What follows belongs to an exercise in optimizing a design on an open flow for small area and a short achievable clock period; a production flow would make more cautious choices. Where RTL was checked, it was by simulation tests only, not by an equivalence proof against the original. Only the layout flow was run in runs 2 to 4; the RTL was not checked for function there. No activity file was given, so power comes from the tool's default toggle rates.

[flow/run.sh]
#!/bin/bash
# synth_recipe.tcl (not shown) runs the flow's synth.tcl, then flattens the netlist and writes it again
# the make line also repeats each setting of config.mk as NAME=value (left out here)
make -C /OpenROAD-flow-scripts/flow DESIGN_CONFIG=/design/flow/config.mk WORK_HOME=/design/flow/orfs CLKGATE_MAP_FILE= SYNTH_SCRIPT=/design/flow/synth_recipe.tcl finish
[flow/design.v]
package instruction_queue_pkg;
  localparam int QUEUE_DEPTH  = 32;
  localparam int WINDOW_BYTES = 16;
  localparam int FILL_BYTES   = 4;
  localparam int PTR_W  = 5;
  localparam int CNT_W  = 6;
  localparam int LEN_W  = 5;
  localparam int FCNT_W = 3;
  localparam int PERF_W = 16;
  function automatic logic [PERF_W-1:0] sat_inc(
    input logic [PERF_W-1:0] v
  );
    sat_inc = (&v) ? v : v + 1'b1;
  endfunction
endpackage
import instruction_queue_pkg::*;
module instruction_queue_window
(
  input  logic [QUEUE_DEPTH*8-1:0]  buffer,
  input  logic [PTR_W-1:0]   head,
  input  logic [CNT_W-1:0]   count,
  output logic [WINDOW_BYTES*8-1:0] window
);
  always_comb begin
    window = '0;
    for (int i = 0; i < WINDOW_BYTES; i++) begin
      if (CNT_W'(i) < count)
        window[8*(WINDOW_BYTES-1-i) +: 8] = buffer[8*PTR_W'(head + PTR_W'(i)) +: 8];
    end
  end
endmodule
import instruction_queue_pkg::*;
module instruction_queue
(
  input  logic                clock,
  input  logic                reset,
  input  logic                flush,
  input  logic                fill_valid,
  output logic                fill_ready,
  input  logic [31:0]         fill_data,
  input  logic [FCNT_W-1:0]   fill_count,
  output logic [WINDOW_BYTES*8-1:0] instruction,
  output logic [CNT_W-1:0]    bytes_available,
  input  logic                consume_valid,
  input  logic [LEN_W-1:0]    consume_length,
  output logic                consume_error
);
  logic [QUEUE_DEPTH*8-1:0] mem_q;
  logic [PTR_W-1:0]  head_q, head_d;
  logic [PTR_W-1:0]  tail_q, tail_d;
  logic [CNT_W-1:0]  count_q, count_d;
  logic              cerr_q, cerr_d;
  logic              fill_ok;
  logic              cons_ok;
  logic              wr_en;
  logic [CNT_W-1:0]  fill_amt;
  logic [CNT_W-1:0]  cons_amt;
  logic [CNT_W-1:0]  len_ext;
  assign len_ext    = {1'b0, consume_length};
  assign fill_ready = count_q <= CNT_W'(QUEUE_DEPTH - FILL_BYTES);
  always_comb begin
    fill_ok = fill_valid & fill_ready & ~flush
            & (fill_count != '0)
            & (fill_count <= FCNT_W'(FILL_BYTES));
    cons_ok = consume_valid & ~flush
            & (consume_length != '0)
            & (len_ext <= count_q);
  end
  assign wr_en    = fill_ok & ~reset;
  assign fill_amt = fill_ok ? CNT_W'(fill_count) : '0;
  assign cons_amt = cons_ok ? len_ext : '0;
  always_comb begin
    head_d  = head_q;
    tail_d  = tail_q;
    count_d = count_q;
    cerr_d  = consume_valid & ~flush & ~cons_ok;
    if (flush) begin
      head_d  = '0;
      tail_d  = '0;
      count_d = '0;
    end else begin
      head_d  = head_q + PTR_W'(cons_amt);
      tail_d  = tail_q + PTR_W'(fill_amt);
      count_d = count_q + fill_amt - cons_amt;
    end
  end
  always_ff @(posedge clock) begin
    if (reset) begin
      head_q  <= '0;
      tail_q  <= '0;
      count_q <= '0;
      cerr_q  <= 1'b0;
    end else begin
      head_q  <= head_d;
      tail_q  <= tail_d;
      count_q <= count_d;
      cerr_q  <= cerr_d;
    end
  end
  always_ff @(posedge clock) begin
    if (wr_en) begin
      for (int j = 0; j < FILL_BYTES; j++) begin
        if (FCNT_W'(j) < fill_count)
          mem_q[8*PTR_W'(tail_q + PTR_W'(j)) +: 8] <= fill_data[8*j +: 8];
      end
    end
  end
  instruction_queue_window u_window (
    .buffer (mem_q),
    .head   (head_q),
    .count  (count_q),
    .window (instruction)
  );
  assign bytes_available = count_q;
  assign consume_error   = cerr_q;
endmodule
[flow/constraint.sdc]
create_clock -name core_clock -period 6.0 [get_ports {clock}]
set_input_delay 1.2000 -clock core_clock [delete_from_list [all_inputs] [get_ports {clock}]]
set_output_delay 1.2000 -clock core_clock [all_outputs]
set_load 0.01 [all_outputs]
[flow/config.mk]
export PLATFORM = sky130hd
export DESIGN_NAME = instruction_queue
export DESIGN_NICKNAME = instruction_queue
export VERILOG_FILES = /design/flow/design.v
export SDC_FILE = /design/flow/constraint.sdc
export NUM_CORES = 4
export LEC_CHECK = 0
export CAP_MARGIN = 20
export CORE_MARGIN = 2
export CORE_UTILIZATION = 40
export SLEW_MARGIN = 20
==> results of run 1 <==
-- power by group --
part | leakage, uW | internal [uW] | switching, uW | total [uW]
Combinational | 0.0102 | 1840 | 2400 | 4240
Sequential | 0.00247 | 2180 | 234 | 2410
Clock | 0.000585 | 1330 | 1000 | 2330
Total | 0.0133 | 5340 | 3640 | 8980
-- cells in the final DEF, fill, tap and decap left out, types with 45 or more instances in the layout --
master           Yosys  layout
a31oi_1             63      62
nor2_1             402     394
ha_1                47      45
o221ai_1            53      53
a21oi_1             78      78
mux4_2             376     376
mux2i_1            289     289
nand3_1             64      64
buf_4               10     209
a22oi_1             85      85
inv_1               65      65
a32oi_1            102     102
o21ai_0             55      54
clkdlybuf4s50_1      0     180
a221o_1            121     121
nor3_1             102      96
o22ai_1            130     130
nand2_1            200     199
edfxtp_1           256     256
-- critical path, delay by kind of cell (launching register included) --
family                   cells  cell delay [ns]
adder cells (fa/ha/maj)      1             0.23
XOR/XNOR                     1             0.23
buffers and inverters        5             1.44
AO/OA/AOI/OAI                1             0.76
AND/OR/NAND/NOR              1             0.12
flip-flops                   1             0.54
multiplexers                 1             0.54
-- per-stage QoR --
step / cell area (um2) / util / total power (uW)
finish: 40010 / 0.4627 / 8983
global route: 39990 / 0.4625 / 9126
CTS: 39960 / 0.4621 / 8812
detailed placement: 38770 / 0.4483 / 6533
global placement: 38750 / 0.4481 / 6513
floorplan: 34910 / - / 4555
-- cells by family after synthesis --
kind of cell / synth area share
simple gates: 0.1397
xor+xnor: 0.01764
fa+ha+maj: 0.01976
flops: 0.2305
buf+inv: 0.04724
compound gates: 0.2102
mux: 0.3350
-- final timing paths --
path | from | slack, ns | end | cells past startpoint
hold / removal | head_q[0]$_SDFF_PP0_ | 0.75 | head_q[0]$_SDFF_PP0_ | 2
setup reg to reg | tail_q[1]$_SDFF_PP0_ | 0.87 | mem_q[245]$_DFFE_PP_ | 10
setup / recovery | head_q[2]$_SDFF_PP0_ | 0.35 | instruction[10] | 10
hold reg to reg | head_q[0]$_SDFF_PP0_ | 0.75 | head_q[0]$_SDFF_PP0_ | 2
-- flip-flops by register name, indices dropped and copies added, names as in the netlist --
signal	count
count_q	6
mem_q	256
tail_q	5
cerr_q	1
head_q	5
-- area by class of cell --
| cell class | count | share of cell area |
|---|---|---|
| clock buffer | 52 | 0.02667 |
| antenna | 9 | 0.0005628 |
| tap | 1155 | 0.03612 |
| multi-input combinational | 2758 | 0.6358 |
| clock inverter | 16 | 0.003127 |
| timing repair buffer | 401 | 0.09024 |
| sequential | 273 | 0.2010 |
| inverter | 69 | 0.006473 |
-- layer usage --
layer,vias up,track usage
li1,14440,-
met1,18930,0.5888
met2,3616,0.6996
met3,886,0.2221
met4,14,0.4213
met5,-,0
==> flow_summary.toml, run 1 <==
[floorplan]
die_w_um = 299.1
ioPinCount = 181
dieArea_mm2 = 0.08944
core_mm2 = 0.08648
die_h_um = 299.1
rows = 108
start_util = 0.4027

[synth]
synthCells = 3416
synthArstFlopShare = 0
ys_ff_latch = 273
ys_top_cells_by_count = "nor2_1 (402), mux4_2 (376), mux2i_1 (289), edfxtp_1 (256), nand2_1 (200)"
ys_seq_area_frac = 0.2305
yosysUniqueCellTypes = 109
ys_dominant_reg_cell = "edfxtp_1"
syn_nets = 3513
synth_area_leader_cell = "mux4_2"
synth.most_common_cell = "nor2_1"
synth_edf_count = 256
avgSynthCellArea_um2 = 10.20
netlist_area_mm2 = 0.03483
netlist.area_leader.share = 0.2431
synth_area_leaders = "mux4_2 (24%), edfxtp_1 (22%), mux2i_1 (8.3%), nor2_1 (4.3%), a221o_1 (3.5%)"
yosys_warnings = 2

[sta]
rsz0062_at_grt = "false"
setup_tns_ns = 0
finalWorstSetupSlack_ns = 0.3451
finalSetupViolations = 0
hold_viol_final = 0
clock_skew_ns = 0.03269
fin_crit_ns = 5.655
slew_headroom = 0.1125
timing.final.max_slew_violations = 0
worst_pin_slew_ns = 1.326
timing.fmax_mhz = 176.8
holdWs_ns = 0.7515
timing.final.crit_share = 0.9425

[detailed_routing]
postRouteAntennaNets = 0
met2_length_mm = 92.87
drt-total-wl_mm = 230.8
top_layer_used = "met5"
drt_iter0_drc = 6553
dr.pass1.iters = 9
wl_met1_mm = 77.18
vias = 37890
wl_per_cell_um = 48.77
viasPerCell = 8.004
drc_errors = 0
met3_length_mm = 35.76

[setup_path]
critPathMaxFanout = 17
path_cells = "inv_2 > buf_4 > ha_1 > inv_1 > o21ai_0 > xor2_1 > buf_4 > mux4_2 > nor2_1 > clkdlybuf4s50_1"
critPathArrivalTime_ns = 4.45
cp.required_ns = 4.80
start_kind = "register"
critical_path_class = "reg2out"
slowest_delay_ns = 0.76
worst_path_most_repeated_cell = "buf_4"
crit_slowest_cell = "o21ai_0"
critPathCaptureType = "output port"

[global_routing]
grt_max_degree = 136
track_usage = 0.5012
overflow = 0
grt_pass1_vias = 34520
grt_pass1_wl_mm = 305.5
antenna_found_initial = 16

[cells_and_area]
seqCellArea_mm2 = 0.008041
fin_cells = 4733
multi_input_area_mm2 = 0.02544
num-fill-cells = 8254
syn2layout_area_growth_pct = 14.89
layout.nets = 3638
final_layout_size_suffix_gt1_frac = 0.2247

[placed_design]
numPortBuffers = 180
place_inst = 4655
gp_congestion = 1.123
dp_slack_ns = 1.023
dp_hpwl_mm = 178.2

[run]
drv_cap = 0

[clocking]
numCtsBuffers = 38
post_cts_buffers = 0
cts-hold-fix-buffers = 0
cts.sinks = 273
cts_tree = "built"
cts-root-buf = "clkbuf_16"
cts-resized-gates = 0
htreeDepth = 2
clk_pin_slew_ns = 0.06
clock_latency_ns = 0.60
clk_path_buf_depth = 3

[power]
p_leak_uw = 0.01328
powerDensity_mw_per_mm2 = 224.5
vdd_drop_max_mv = 0.3722

[hold_path]
hp-class = "reg2reg"

[run_status]
status = "no timing/DRC/antenna violations"
==> run 2, diff against run 1 <==
==> flow/design.v (replaced) <==
package instruction_queue_pkg;
  localparam int QUEUE_DEPTH  = 32;
  localparam int WINDOW_BYTES = 16;
  localparam int FILL_BYTES   = 4;
  localparam int PTR_W  = 5;
  localparam int CNT_W  = 6;
  localparam int LEN_W  = 5;
  localparam int FCNT_W = 3;
  localparam int PERF_W = 16;
  function automatic logic [PERF_W-1:0] sat_inc(
    input logic [PERF_W-1:0] v
  );
    sat_inc = (&v) ? v : v + 1'b1;
  endfunction
endpackage
import instruction_queue_pkg::*;
module instruction_queue_window
(
  input  logic [QUEUE_DEPTH*8-1:0]  buffer,
  input  logic [PTR_W-1:0]   head,
  input  logic [CNT_W-1:0]   count,
  output logic [WINDOW_BYTES*8-1:0] window
);
  logic [23*8-1:0] s1;
  logic [19*8-1:0] s2;
  always_comb begin
    for (int j = 0; j < 23; j++)
      s1[8*j +: 8] = buffer[8*PTR_W'(PTR_W'(j) + {head[4:3], 3'b000}) +: 8];
    for (int j = 0; j < 19; j++)
      s2[8*j +: 8] = head[2] ? s1[8*(j+4) +: 8] : s1[8*j +: 8];
    for (int i = 0; i < WINDOW_BYTES; i++) begin
      window[8*(WINDOW_BYTES-1-i) +: 8] =
          ({8{(head[1:0] == 2'd0) && (CNT_W'(i) < count)}} & s2[8*(i+0) +: 8])
        | ({8{(head[1:0] == 2'd1) && (CNT_W'(i) < count)}} & s2[8*(i+1) +: 8])
        | ({8{(head[1:0] == 2'd2) && (CNT_W'(i) < count)}} & s2[8*(i+2) +: 8])
        | ({8{(head[1:0] == 2'd3) && (CNT_W'(i) < count)}} & s2[8*(i+3) +: 8]);
    end
  end
endmodule
import instruction_queue_pkg::*;
module instruction_queue
(
  input  logic                clock,
  input  logic                reset,
  input  logic                flush,
  input  logic                fill_valid,
  output logic                fill_ready,
  input  logic [31:0]         fill_data,
  input  logic [FCNT_W-1:0]   fill_count,
  output logic [WINDOW_BYTES*8-1:0] instruction,
  output logic [CNT_W-1:0]    bytes_available,
  input  logic                consume_valid,
  input  logic [LEN_W-1:0]    consume_length,
  output logic                consume_error
);
  logic [QUEUE_DEPTH*8-1:0] mem_q;
  logic [PTR_W-1:0]  head_q;
  logic [CNT_W-1:0]  count_q;
  logic              cerr_q;
  logic [PTR_W-1:0]  tail;
  logic              fill_ok;
  logic              cons_ok;
  logic [31:0]       fill_rot;
  logic [QUEUE_DEPTH-1:0] we;
  assign tail       = head_q + count_q[PTR_W-1:0];
  assign fill_ready = count_q <= CNT_W'(QUEUE_DEPTH - FILL_BYTES);
  assign fill_ok = fill_valid & fill_ready
                 & (fill_count != '0) & (fill_count <= 3'd4);
  assign cons_ok = consume_valid & (consume_length != '0)
                 & ({1'b0, consume_length} <= count_q);
  always_ff @(posedge clock) begin
    if (reset | flush) begin
      head_q  <= '0;
      count_q <= '0;
      cerr_q  <= 1'b0;
    end else begin
      head_q  <= head_q + (cons_ok ? consume_length : 5'd0);
      count_q <= count_q + (fill_ok ? {3'b000, fill_count} : 6'd0)
                         - (cons_ok ? {1'b0, consume_length} : 6'd0);
      cerr_q  <= consume_valid & ~cons_ok;
    end
  end
  always_comb begin
    for (int r = 0; r < 4; r++)
      fill_rot[8*r +: 8] = fill_data[8*2'(2'(r) - tail[1:0]) +: 8];
    for (int k = 0; k < QUEUE_DEPTH; k++)
      we[k] = fill_ok & (PTR_W'(PTR_W'(k) - tail) < {2'b00, fill_count});
  end
  always_ff @(posedge clock) begin
    for (int k = 0; k < QUEUE_DEPTH; k++)
      if (we[k]) mem_q[8*k +: 8] <= fill_rot[8*(k%4) +: 8];
  end
  instruction_queue_window u_window (
    .buffer (mem_q),
    .head   (head_q),
    .count  (count_q),
    .window (instruction)
  );
  assign bytes_available = count_q;
  assign consume_error   = cerr_q;
endmodule
==> run 2 against run 1 <==
Net effect: utilization up 1.8 points; first-iteration DRC count shrank 55%; combinational power rose by 31%; still clean on timing, DRC and antenna; via count fell by 47%; die area decreased by 38%; critical path depth fell by 1; non-clock buffer count down 91; critical endpoint is now instruction[12]; clock power decreased by 18%.
==> flow_summary.toml, run 2 <==
[setup_path]
start_kind = "register"
worst_r2r_startpoint = "head_q[2]$_SDFF_PP0_"
critical_path_class = "reg2out"
slowest_delay_ns = 0.63
path_buf_inv = 4
path_cells = "buf_4 > or2_2 > buf_4 > o22ai_1 > a221oi_1 > buf_4 > a22oi_1 > o211ai_1 > clkdlybuf4s50_1"
crit_slowest_cell = "dfxtp_2"
critPathMaxFanout = 20
cp.required_ns = 4.80
worst-r2r-setup-slack_ns = 1.22
worst_path_most_repeated_cell = "buf_4"
r2r_cells = 8
crit_family = "buffers and inverters"
critPathArrivalTime_ns = 4.23
critPathCaptureType = "output port"
r2r_end = "mem_q[207]$_DFFE_PP_"

[clocking]
post_cts_buffers = 0
cts.sinks = 268
cts-hold-fix-buffers = 0
clk_pin_slew_ns = 0.07
cts_tree = "built"
clock_latency_ns = 0.58
cts-root-buf = "clkbuf_16"
cts-resized-gates = 0
htreeDepth = 1
clk_path_buf_depth = 3
numCtsBuffers = 31

[global_routing]
antenna_found_initial = 1
grt_pass1_vias = 18950
grt_pass1_wl_mm = 144.4
overflow = 0
track_usage = 0.3604
grt_max_degree = 90

[cells_and_area]
final_layout_size_suffix_gt1_frac = 0.1954
layout.nets = 2283
num-fill-cells = 4794
layout_common_cells = "edfxtp_1 (256), nand2_1 (225), mux2i_1 (189), clkdlybuf4s50_1 (180)"
fin_cells = 2899
seqCellArea_mm2 = 0.007936
num_antenna_cells = 0
syn2layout_area_growth_pct = 18.30
final_common_cell = "edfxtp_1"
largest_register = "mem_q"
reg_top3 = "mem_q (256), count_q (6), head_q (5)"
multi_input_area_mm2 = 0.01257
largest_reg_flops = 256

[floorplan]
core_mm2 = 0.05276
die_w_um = 235.5
dieArea_mm2 = 0.05544
start_util = 0.4062
ioPinCount = 181
die_h_um = 235.5
rows = 84

[sta]
rsz0062_at_grt = "false"
hold_viol_final = 0
timing.fmax_mhz = 184.1
finalSetupViolations = 0
clock_skew_ns = 0.01945
fin_crit_ns = 5.433
setup_tns_ns = 0
worst_pin_slew_ns = 1.109
timing.final.crit_share = 0.9055
slew_headroom = 0.2604
timing.final.max_slew_violations = 0

[placed_design]
gp_congestion = 1.067
dp_hpwl_mm = 80.95
numPortBuffers = 180
place_inst = 2843

[detailed_routing]
wl_per_cell_um = 35.55
viasPerCell = 6.957
postRouteAntennaNets = 0
drc_errors = 0
vias = 20170
dr.pass1.iters = 6
drt-total-wl_mm = 103.1
drt_iter0_drc = 2948

[hold_path]
hold_end = "head_q[0]$_SDFF_PP0_"
hp-start = "head_q[0]$_SDFF_PP0_"
hp-class = "reg2reg"
hold_depth = 2

[synth]
avgSynthCellArea_um2 = 10.84
synth.most_common_cell = "edfxtp_1"
ys_seq_area_frac = 0.3699
netlist.area_leader.share = 0.3587
netlist_area_mm2 = 0.02143
synth_area_leaders = "edfxtp_1 (36%), mux2i_1 (8.8%), mux2_2 (7.7%), mux4_2 (6.2%), a22oi_1 (5.1%)"
synthArstFlopShare = 0
synth_area_leader_cell = "edfxtp_1"
yosys_warnings = 2
ys_dominant_reg_cell = "edfxtp_1"
ys_top_cells_by_count = "edfxtp_1 (256), nand2_1 (225), mux2i_1 (189), a22oi_1 (147), mux2_2 (147)"
ys_ff_latch = 268
yosysUniqueCellTypes = 79
syn_nets = 2072
synthCells = 1977
synth_edf_count = 256

[power]
p_leak_uw = 0.008381
vdd_drop_max_mv = 0.2151
total_power_uw = 10080
powerDensity_mw_per_mm2 = 397.4

[run]
drv_cap = 0

[run_status]
status = "no timing/DRC/antenna violations"
run 2: metal layers:
metal / global-route usage / up-vias / wire length [um]
met5: 0 / - / 13
met3: 0.08924 / 269 / 12170
met2: 0.5372 / 1495 / 43990
met4: 0.1830 / 2 / 6078
li1: - / 8394 / -
met1: 0.4865 / 10010 / 40810
run 2: power by group:
group | internal, uW | switching (uW) | total (uW) | leakage (uW)
combinational | 2120 | 3420 | 5540 | 0.00548
sequential | 2420 | 193 | 2620 | 0.00241
clock | 1120 | 796 | 1920 | 0.000493
run 2: per-stage QoR:
step,hold slack (ns),worst slack [ns],area (um2),util
5_1_grt,1.051,0.5403,25350,0.4805
2_1_floorplan,0.6727,1.769,21430,-
3_5_place_dp,1.022,1.186,24330,0.4611
3_3_place_gp,0.9752,1.213,24330,0.4611
6_report,1.040,0.5670,25350,0.4805
4_1_cts,1.015,0.6399,25350,0.4805
run 2: cells by family (layout without fill, tap and decap cells):
family | Yosys count | count (layout) | share of synthesized area
flops | 268 | 268 | 0.3699
buf+inv | 164 | 398 | 0.04647
fa+ha+maj | 50 | 50 | 0.03094
mux | 397 | 397 | 0.2289
xor+xnor | 32 | 32 | 0.01752
simple gates | 510 | 510 | 0.1067
compound gates | 556 | 556 | 0.1996
run 2: area by class of cell:
cell class	count	area share
clock inverters	23	0.009525
multi-input cells	1545	0.4958
inverters	32	0.004738
repair buffers	310	0.1120
flip-flops and latches	268	0.3130
clock buffers	33	0.03089
well taps	688	0.03395
run 2: worst max-delay path by stage:
stage,start,endpoint,depth (start not counted)
global route,head_q[2]$_SDFF_PP0_,instruction[106],8
CTS,head_q[4]$_SDFF_PP0_,instruction[12],9
floorplan,count_q[0]$_SDFF_PP0_,mem_q[144]$_DFFE_PP_,10
finish,head_q[4]$_SDFF_PP0_,instruction[12],9
detailed placement,consume_length[3],count_q[4]$_SDFF_PP0_,15
global placement,consume_length[3],count_q[4]$_SDFF_PP0_,15
run 2: tightest hold or removal path, delay by kind of cell (launching register included):
| kind | cells | cell delay [ns] |
|---|---|---|
| flops | 1 | 0.52 |
| fa+ha+maj | 1 | 0.39 |
| simple gates | 1 | 0.10 |
==> run 3, diff against run 2 <==
--- a/flow/config.mk
+++ b/flow/config.mk
@@ -8,4 +8,5 @@
 export CAP_MARGIN = 20
 export CORE_MARGIN = 2
 export CORE_UTILIZATION = 40
+export SETUP_SLACK_MARGIN = 2.5
 export SLEW_MARGIN = 20
==> run 3 against run 2 <==
Net effect: non-clock buffer count grew 495; area after synthesis is the same; combinational power is 45% higher; flip-flop and latch count unchanged; power grew 27%; final area up 42%; critical path type unchanged; largest cell class unchanged.
==> flow_summary.toml, run 3 <==
[power]
combPwrFrac = 0.626
seqPwrFrac = 0.207
powerDensity_mw_per_mm2 = 355.8
vdd_drop_max_mv = 0.1968
power.internal_uw = 7067
swShare = 0.4484
p_leak_uw = 0.01314
power_switching_uw = 5744
power_frac_clock = 0.167
total_power_uw = 12810

[synth]
avgSynthCellArea_um2 = 10.84
ys_seq_area_frac = 0.3699
synth_area_leader_cell = "edfxtp_1"
synthArstFlopShare = 0
synth_area_leaders = "edfxtp_1 (36%), mux2i_1 (8.8%), mux2_2 (7.7%), mux4_2 (6.2%), a22oi_1 (5.1%)"
yosysUniqueCellTypes = 79
ys_ff_latch = 268
syn_nets = 2072
netlist_area_mm2 = 0.02143
ys_top_cells_by_count = "edfxtp_1 (256), nand2_1 (225), mux2i_1 (189), a22oi_1 (147), mux2_2 (147)"
ys_dominant_reg_cell = "edfxtp_1"
netlist.area_leader.share = 0.3587
synth.most_common_cell = "edfxtp_1"
yosys_warnings = 2
synth_edf_count = 256
synthCells = 1977

[detailed_routing]
drt-total-wl_mm = 134.4
drc_errors = 0
wl_per_cell_um = 39.42
dr.pass1.iters = 10
drt_iter0_drc = 4716
viasPerCell = 7.346
postRouteAntennaNets = 0
vias = 25040

[sta]
timing.final.crit_share = 0.7334
worst_pin_slew_ns = 0.8296
timing.final.max_slew_violations = 0
finalSetupViolations = 0
hold_viol_final = 0
slew_headroom = 0.4449
clock_skew_ns = 0.06025
setup_tns_ns = 0
rsz0062_at_grt = "true"
fin_crit_ns = 4.400
timing.fmax_mhz = 227.3

[placed_design]
gp_congestion = 1.063
placed_cell_area_mm2 = 0.02446
dp_hpwl_mm = 79.29
numPortBuffers = 180

[floorplan]
die_w_um = 235.5
dieArea_mm2 = 0.05544
core_mm2 = 0.05276
die_h_um = 235.5
start_util = 0.4062
rows = 84
ioPinCount = 181

[global_routing]
grt_pass1_vias = 22950
grt_max_degree = 39
track_usage = 0.4415
antenna_found_initial = 6
grt_pass1_wl_mm = 174.6
overflow = 0

[cells_and_area]
syn2layout_area_growth_pct = 68.03
layout_common_cells = "buf_4 (314), edfxtp_1 (256), buf_6 (179), nand2_1 (156), mux2i_1 (134)"
reg_top3 = "mem_q (256), count_q (6), head_q (5)"
largest_register = "mem_q"
layout.nets = 2789
num-fill-cells = 3532
largest_reg_flops = 256
final_layout_size_suffix_gt1_frac = 0.6012
final_area_mm2 = 0.03601
final_common_cell = "buf_4"

[setup_path]
r2r_end = "count_q[4]$_SDFF_PP0_"
start_kind = "register"
critPathMaxFanout = 5
critPathArrivalTime_ns = 3.20
worst_r2r_startpoint = "count_q[2]$_SDFF_PP0_"
crit_slowest_cell = "nor2_2"
critPathCaptureType = "output port"
worst-r2r-setup-slack_ns = 2.38
crit_family = "buffers and inverters"
r2r_cells = 17
cp.required_ns = 4.80
slowest_delay_ns = 0.59
path_buf_inv = 6
path_cells = "buf_12 > buf_16 > nand2b_4 > buf_4 > buf_16 > buf_4 > o22ai_1 > nor2_2 > a22oi_2 > o211ai_1 > buf_2"
critical_path_class = "reg2out"

[hold_path]
hp-class = "reg2reg"
hold_end = "head_q[0]$_SDFF_PP0_"
hp-start = "head_q[0]$_SDFF_PP0_"
hold_depth = 3

[clocking]
htreeDepth = 2
cts.sinks = 268
numCtsBuffers = 34
cts-hold-fix-buffers = 0
clk_pin_slew_ns = 0.05
clock_latency_ns = 0.62
cts_tree = "built"
clk_path_buf_depth = 3
cts-root-buf = "clkbuf_16"

[run_status]
status = "no timing/DRC/antenna violations"

[run]
drv_cap = 0
[run 3: cell counts after synthesis]
Identical to the previous run, type by type.
[run 3: cell type report]
cell class	count	area, um2	area share
clock inverters	20	215.2	0.005976
multi-input cells	1553	16760	0.4656
clock buffers	40	894.6	0.02484
well taps	688	860.8	0.02391
inverters	32	135.1	0.003753
repair buffers	805	9170	0.2547
flip-flops and latches	268	7961	0.2211
diodes	3	7.507	0.0002085
[run 3: worst max-delay path by stage]
stage / start / cells after the start / to / slack [ns]
2_1_floorplan: consume_length[4] / 14 / count_q[4]$_SDFF_PP0_ / 2.33
3_3_place_gp: head_q[3]$_SDFF_PP0_ / 6 / instruction[120] / 1.48
3_5_place_dp: head_q[3]$_SDFF_PP0_ / 6 / instruction[120] / 1.46
4_1_cts: head_q[3]$_SDFF_PP0_ / 8 / instruction[22] / 1.93
5_1_grt: head_q[2]$_SDFF_PP0_ / 11 / instruction[2] / 1.70
6_report: head_q[2]$_SDFF_PP0_ / 11 / instruction[2] / 1.60
[run 3: worst min-delay path, cell delays in order (launching register included)]
cell and delay (ns):
dfxtp_4 0.42, buf_4 0.15, ha_4 0.11, and2_1 0.10
[run 3: timing repair]
action	in CTS	in global routing
setup buffers	308	134
cloned	49	8
gates resized for setup	1278	395
endpoints found under the setup margin	391	311
pin swaps	234	252
[run 3: cells by family (layout without fill, tap and decap cells)]
family,after synthesis,count (layout),synth area share
and+or+nand+nor,510,518,0.1067
other,0,3,0
AOI/OAI and AO/OA,556,556,0.1996
buffers and inverters,164,897,0.04647
adders and majority gates,50,50,0.03094
muxes,397,397,0.2289
DFF,268,268,0.3699
xor gates and xnor gates,32,32,0.01752
[run 3: through the flow]
stage / hold slack [ns] / worst slack (ns) / utilization / instances
final: 0.8092 / 1.600 / 0.6825 / 3409
after floorplan: 0.6727 / 2.327 / - / 1977
after CTS: 0.7585 / 1.935 / 0.6212 / 3264
after detailed placement: 0.9033 / 1.456 / 0.4637 / 2847
after global routing: 0.8432 / 1.696 / 0.6824 / 3406
after global placement: 0.9002 / 1.478 / 0.4637 / 2847
[run 3: power groups by stage]
| stage | clock network, uW | logic (uW) | registers, uW |
|---|---|---|---|
| 2_1_floorplan | 0 | 2870 | 2550 |
| 3_3_place_gp | 0 | 5340 | 2650 |
| 3_5_place_dp | 0 | 5390 | 2650 |
| 4_1_cts | 2110 | 6750 | 2610 |
| 5_1_grt | 2200 | 8130 | 2660 |
| 6_report | 2140 | 8020 | 2650 |
[run 3: metal layers]
layer,GRT usage,part of all wire
met5,0,0.0013
met4,0.3246,0.11
met3,0.2190,0.17
met2,0.6084,0.38
met1,0.5281,0.33
==> run 4, diff against run 3 <==
==> flow/design.v (replaced) <==
package instruction_queue_pkg;
  localparam int QUEUE_DEPTH  = 32;
  localparam int WINDOW_BYTES = 16;
  localparam int FILL_BYTES   = 4;
  localparam int PTR_W  = 5;
  localparam int CNT_W  = 6;
  localparam int LEN_W  = 5;
  localparam int FCNT_W = 3;
  localparam int PERF_W = 16;
  function automatic logic [PERF_W-1:0] sat_inc(
    input logic [PERF_W-1:0] v
  );
    sat_inc = (&v) ? v : v + 1'b1;
  endfunction
endpackage
import instruction_queue_pkg::*;
module instruction_queue_window
(
  input  logic [QUEUE_DEPTH*8-1:0] din,
  input  logic [LEN_W-1:0]         shift,
  input  logic                     hold,
  input  logic                     clear,
  output logic [QUEUE_DEPTH*8-1:0] dout
);
  logic [QUEUE_DEPTH*8-1:0] s1, s2;
  always_comb begin
    s1 = '0;
    s2 = '0;
    for (int k = 0; k < QUEUE_DEPTH; k++)
      for (int j = 0; j < 4; j++)
        if (k + j < QUEUE_DEPTH)
          s1[8*k +: 8] = s1[8*k +: 8] | ({8{shift[1:0] == 2'(j)}} & din[8*(k+j) +: 8]);
    for (int k = 0; k < QUEUE_DEPTH; k++)
      for (int j = 0; j < 4; j++)
        if (k + 4*j < QUEUE_DEPTH)
          s2[8*k +: 8] = s2[8*k +: 8] | ({8{shift[3:2] == 2'(j)}} & s1[8*(k+4*j) +: 8]);
    for (int k = 0; k < QUEUE_DEPTH; k++) begin
      dout[8*k +: 8] = ({8{~clear & hold}} & din[8*k +: 8])
                     | ({8{~clear & ~hold & ~shift[4]}} & s2[8*k +: 8]);
      if (k + 16 < QUEUE_DEPTH)
        dout[8*k +: 8] = dout[8*k +: 8]
                       | ({8{~clear & ~hold & shift[4]}} & s2[8*(k+16) +: 8]);
    end
  end
endmodule
import instruction_queue_pkg::*;
module instruction_queue
(
  input  logic                clock,
  input  logic                reset,
  input  logic                flush,
  input  logic                fill_valid,
  output logic                fill_ready,
  input  logic [31:0]         fill_data,
  input  logic [FCNT_W-1:0]   fill_count,
  output logic [WINDOW_BYTES*8-1:0] instruction,
  output logic [CNT_W-1:0]    bytes_available,
  input  logic                consume_valid,
  input  logic [LEN_W-1:0]    consume_length,
  output logic                consume_error
);
  logic [QUEUE_DEPTH*8-1:0] q_q, q_fill, q_d;
  logic [CNT_W-1:0]  count_q;
  logic              ready_q;
  logic              cerr_q;
  logic              fill_ok;
  logic              cons_ok;
  logic [31:0]       fill_rot;
  logic [QUEUE_DEPTH-1:0] fsel;
  logic [CNT_W-1:0]  count_d;
  assign fill_ok = fill_valid & ready_q
                 & (fill_count != '0) & (fill_count <= 3'd4);
  assign cons_ok = consume_valid & (consume_length != '0)
                 & ({1'b0, consume_length} <= count_q);
  always_comb begin
    for (int r = 0; r < 4; r++)
      fill_rot[8*r +: 8] = fill_data[8*2'(2'(r) - count_q[1:0]) +: 8];
    for (int k = 0; k < QUEUE_DEPTH; k++)
      fsel[k] = fill_ok & (CNT_W'(k) >= count_q)
              & (CNT_W'(CNT_W'(k) - count_q) < {3'b000, fill_count});
    for (int k = 0; k < QUEUE_DEPTH; k++)
      q_fill[8*k +: 8] = q_q[8*k +: 8] | ({8{fsel[k]}} & fill_rot[8*(k%4) +: 8]);
  end
  instruction_queue_window u_shift (
    .din   (q_fill),
    .shift (consume_length),
    .hold  (~cons_ok),
    .clear (reset | flush),
    .dout  (q_d)
  );
  assign count_d = count_q + (fill_ok ? {3'b000, fill_count} : 6'd0)
                           - (cons_ok ? {1'b0, consume_length} : 6'd0);
  always_ff @(posedge clock) begin
    q_q <= q_d;
    if (reset | flush) begin
      count_q <= '0;
      ready_q <= 1'b1;
      cerr_q  <= 1'b0;
    end else begin
      count_q <= count_d;
      ready_q <= count_d <= CNT_W'(QUEUE_DEPTH - FILL_BYTES);
      cerr_q  <= consume_valid & ~cons_ok;
    end
  end
  always_comb
    for (int i = 0; i < WINDOW_BYTES; i++)
      instruction[8*(WINDOW_BYTES-1-i) +: 8] = q_q[8*i +: 8];
  assign fill_ready      = ready_q;
  assign bytes_available = count_q;
  assign consume_error   = cerr_q;
endmodule
--- a/flow/config.mk
+++ b/flow/config.mk
@@ -8,5 +8,4 @@
 export CAP_MARGIN = 20
 export CORE_MARGIN = 2
 export CORE_UTILIZATION = 40
-export SETUP_SLACK_MARGIN = 2.5
 export SLEW_MARGIN = 20
==> run 4 against run 3 <==
Net effect: sequential power is 29% lower; largest power group unchanged; combinational power is about 30% lower; critical path type is now in2reg; still clean on timing, DRC and antenna; highest routed layer unchanged; final cell count is 18% higher; routed wire length is 27% higher.
==> flow_summary.toml, run 4 <==
[sta]
timing.final.max_slew_violations = 0
timing.fmax_mhz = 198.4
setup_tns_ns = 0
rsz0062_at_grt = "false"
clock_skew_ns = 0.04650
finalSetupViolations = 0
finalWorstSetupSlack_ns = 0.9584
hold_viol_final = 0
slew_headroom = 0.1193
fin_crit_ns = 5.042
worst_pin_slew_ns = 1.318
timing.final.crit_share = 0.8403

[setup_path]
slowest_delay_ns = 0.87
cp.required_ns = 6.49
path_cells = "clkdlybuf4s50_1 > inv_1 > ha_1 > a21oi_1 > o21a_1 > and3_1 > a21oi_2 > mux2_2 > a222oi_1 > o211ai_1 > o211ai_1"
critPathMaxFanout = 10
crit_slowest_cell = "and3_1"
critical_path_class = "in2reg"
worst_path_most_repeated_cell = "o211ai_1"
start_kind = "input port"
critPathArrivalTime_ns = 5.53
critPathCaptureType = "register"

[power]
power_switching_uw = 5130
p_leak_uw = 0.01033
combPwrFrac = 0.572
swShare = 0.5246
vdd_drop_max_mv = 0.2312
power.internal_uw = 4649
power_frac_clock = 0.235
powerDensity_mw_per_mm2 = 336.1
seqPwrFrac = 0.193

[hold_path]
hp-class = "reg2reg"

[clocking]
numCtsBuffers = 38
cts_tree = "built"
clk_pin_slew_ns = 0.06
clock_latency_ns = 0.59
cts.sinks = 264
cts-root-buf = "clkbuf_16"
cts-resized-gates = 0
cts-hold-fix-buffers = 0
clk_path_buf_depth = 3
post_cts_buffers = 0
htreeDepth = 2

[synth]
ys_dominant_reg_cell = "dfxtp_1"
synth_compound_area_frac = 0.3503
ys_seq_area_frac = 0.2056
synthXorXnorAreaFrac = 0.005793
synthCells = 3165
ys_ff_latch = 264
synthAdderAreaFrac = 0.02424
netlist_area_mm2 = 0.02570
synth_area_leader_cell = "dfxtp_1"
avgSynthCellArea_um2 = 8.120
muxShareOfSynthArea = 0.1860
yosys_warnings = 2
synth.most_common_cell = "dfxtp_1"
synth_area_leaders = "dfxtp_1 (21%), mux2i_1 (8.7%), mux4_2 (6.0%), a21oi_1 (4.8%), buf_4 (3.9%)"
synth_edf_count = 0
synth_top_family_by_area = "compound AO/OA/AOI/OAI gates"
synthArstFlopShare = 0
syn_nets = 3258
ys_top_cells_by_count = "dfxtp_1 (264), nand2_1 (252), a21oi_1 (246), mux2i_1 (223), nor2_1 (215)"
netlist.area_leader.share = 0.2056
yosysUniqueCellTypes = 119
yosys.area_share.simple = 0.1323

[placed_design]
place_inst = 3944
numPortBuffers = 180
dp_slack_ns = 0.6878
dp_hpwl_mm = 116.4
gp_congestion = 1.082
placed_cell_area_mm2 = 0.02788

[cells_and_area]
largest_reg_flops = 256
final_layout_size_suffix_gt1_frac = 0.1635
fin_cells = 4014
num-fill-cells = 6274
layout_common_cells = "dfxtp_1 (263), nand2_1 (250), a21oi_1 (245), mux2i_1 (223), nor2_1 (207)"
final_common_cell = "dfxtp_1"
layout.nets = 3232
final_area_mm2 = 0.02910
largest_register = "q_q"
syn2layout_area_growth_pct = 13.21
reg_top3 = "q_q (256), count_q (6)"

[run]
drv_cap = 0

[run_status]
status = "no timing/DRC/antenna violations"

[global_routing]
grt_pass1_vias = 29260
track_usage = 0.4928
grt_pass1_wl_mm = 233.5
antenna_found_initial = 18
overflow = 0
grt_max_degree = 159

[floorplan]
dieArea_mm2 = 0.06630
ioPinCount = 181
rows = 92
die_h_um = 257.5
core_mm2 = 0.06331
die_w_um = 257.5
start_util = 0.4059

[detailed_routing]
drt-total-wl_mm = 170.2
drc_errors = 0
wl_per_cell_um = 42.41
drt_iter0_drc = 5167
vias = 31140
viasPerCell = 7.758
postRouteAntennaNets = 0
dr.pass1.iters = 9
run 4: kinds of logic (layout without fill, tap and decap cells):
kind of cell             Yosys count  count (layout)
AO/OA/AOI/OAI                   1272            1272
AND/OR/NAND/NOR                  719             719
buffers and inverters            465             463
multiplexers                     380             380
flip-flops                       264             264
adder cells (fa/ha/maj)           48              48
XOR/XNOR                          17              17
other                              0               5
run 4: metal layers:
metal / vias to the layer above / track usage / share of wire
met5: - / 0 / 0.00090
met4: 18 / 0.3878 / 0.096
met3: 814 / 0.1975 / 0.15
met2: 2980 / 0.6818 / 0.39
met1: 15160 / 0.6021 / 0.36
li1: 12170 / - / -
run 4: path summary, 6_finish.rpt:
path	slack, ns	endpoint	cells after the start	from
min reg2reg	0.51	q_q[248]$_DFF_P_	2	q_q[248]$_DFF_P_
min	0.51	q_q[248]$_DFF_P_	2	q_q[248]$_DFF_P_
max reg2reg	0.98	q_q[16]$_DFF_P_	13	count_q[1]$_SDFF_PP0_
max	0.96	q_q[35]$_DFF_P_	11	fill_count[2]
run 4: worst max-delay path, delay by kind of cell:
kind	cells	cell delay [ns]
AOI/OAI and AO/OA	6	1.93
and+or+nand+nor	1	0.87
muxes	1	0.34
buffers and inverters	2	0.75
adders and majority gates	1	0.41
run 4: final cells by class:
cell class | count | area, um2 | share of cell area
well taps | 846 | 1059 | 0.03638
repair buffers | 362 | 3321 | 0.1141
clock buffers | 57 | 1142 | 0.03926
flip-flops and latches | 264 | 5286 | 0.1817
clock inverters | 7 | 48.80 | 0.001677
inverters | 37 | 155.1 | 0.005332
multi-input cells | 2436 | 18070 | 0.6211
diodes | 5 | 12.51 | 0.0004300
run 4: stage by stage:
stage	util	hold WS (ns)	power [uW]
after global placement	0.4401	0.4840	7075
after global routing	0.4594	0.5564	9752
final	0.4596	0.5064	9778
after floorplan	-	0.4407	4611
after detailed placement	0.4404	0.4852	7086
after CTS	0.4592	0.5016	9357
run 4: power groups by stage:
stage / Clock [uW] / Sequential [uW] / Combinational [uW]
finish: 2300 / 1890 / 5590
global route: 2340 / 1890 / 5520
CTS: 2290 / 1880 / 5190
detailed placement: 0 / 1920 / 5170
global placement: 0 / 1920 / 5160
floorplan: 0 / 1910 / 2700

## re-timing with driven ports
How much do the figures lean on ideal ports? The routed layouts below were timed once more, with nothing changed but the port constraints. Step 1, drivers: a clkbuf_16 drives clock and a buf_2 each remaining input, both assumed. Step 2 also shifts input and output timing later by t, the mid clock arrival at the registers, as if the neighbouring blocks saw the same clock. Slacks: ideal / step 1 / step 2; pairs: ideal / step 1.
run	t, ns	setup WS [ns]	hold slack, ns	latest minus earliest clock arrival (ns)	pins driven straight from the clock port
run 1	0.657	0.345 / 0.272 / 0.872	0.751 / 0.751 / 0.751	0.040 / 0.040	1
run 2	0.635	0.567 / 0.506 / 1.141	1.040 / 1.040 / 1.040	0.021 / 0.021	1
run 3	0.655	1.600 / 1.535 / 1.866	0.809 / 0.809 / 0.809	0.061 / 0.061	1
run 4	0.641	0.958 / 0.977 / 0.362	0.506 / 0.506 / 0.506	0.047 / 0.047	1
After both steps every run listed still meets setup and hold. The setup slack of run 4, which loses most, moves by +0.019 ns with the drivers and by -0.596 ns with both steps.
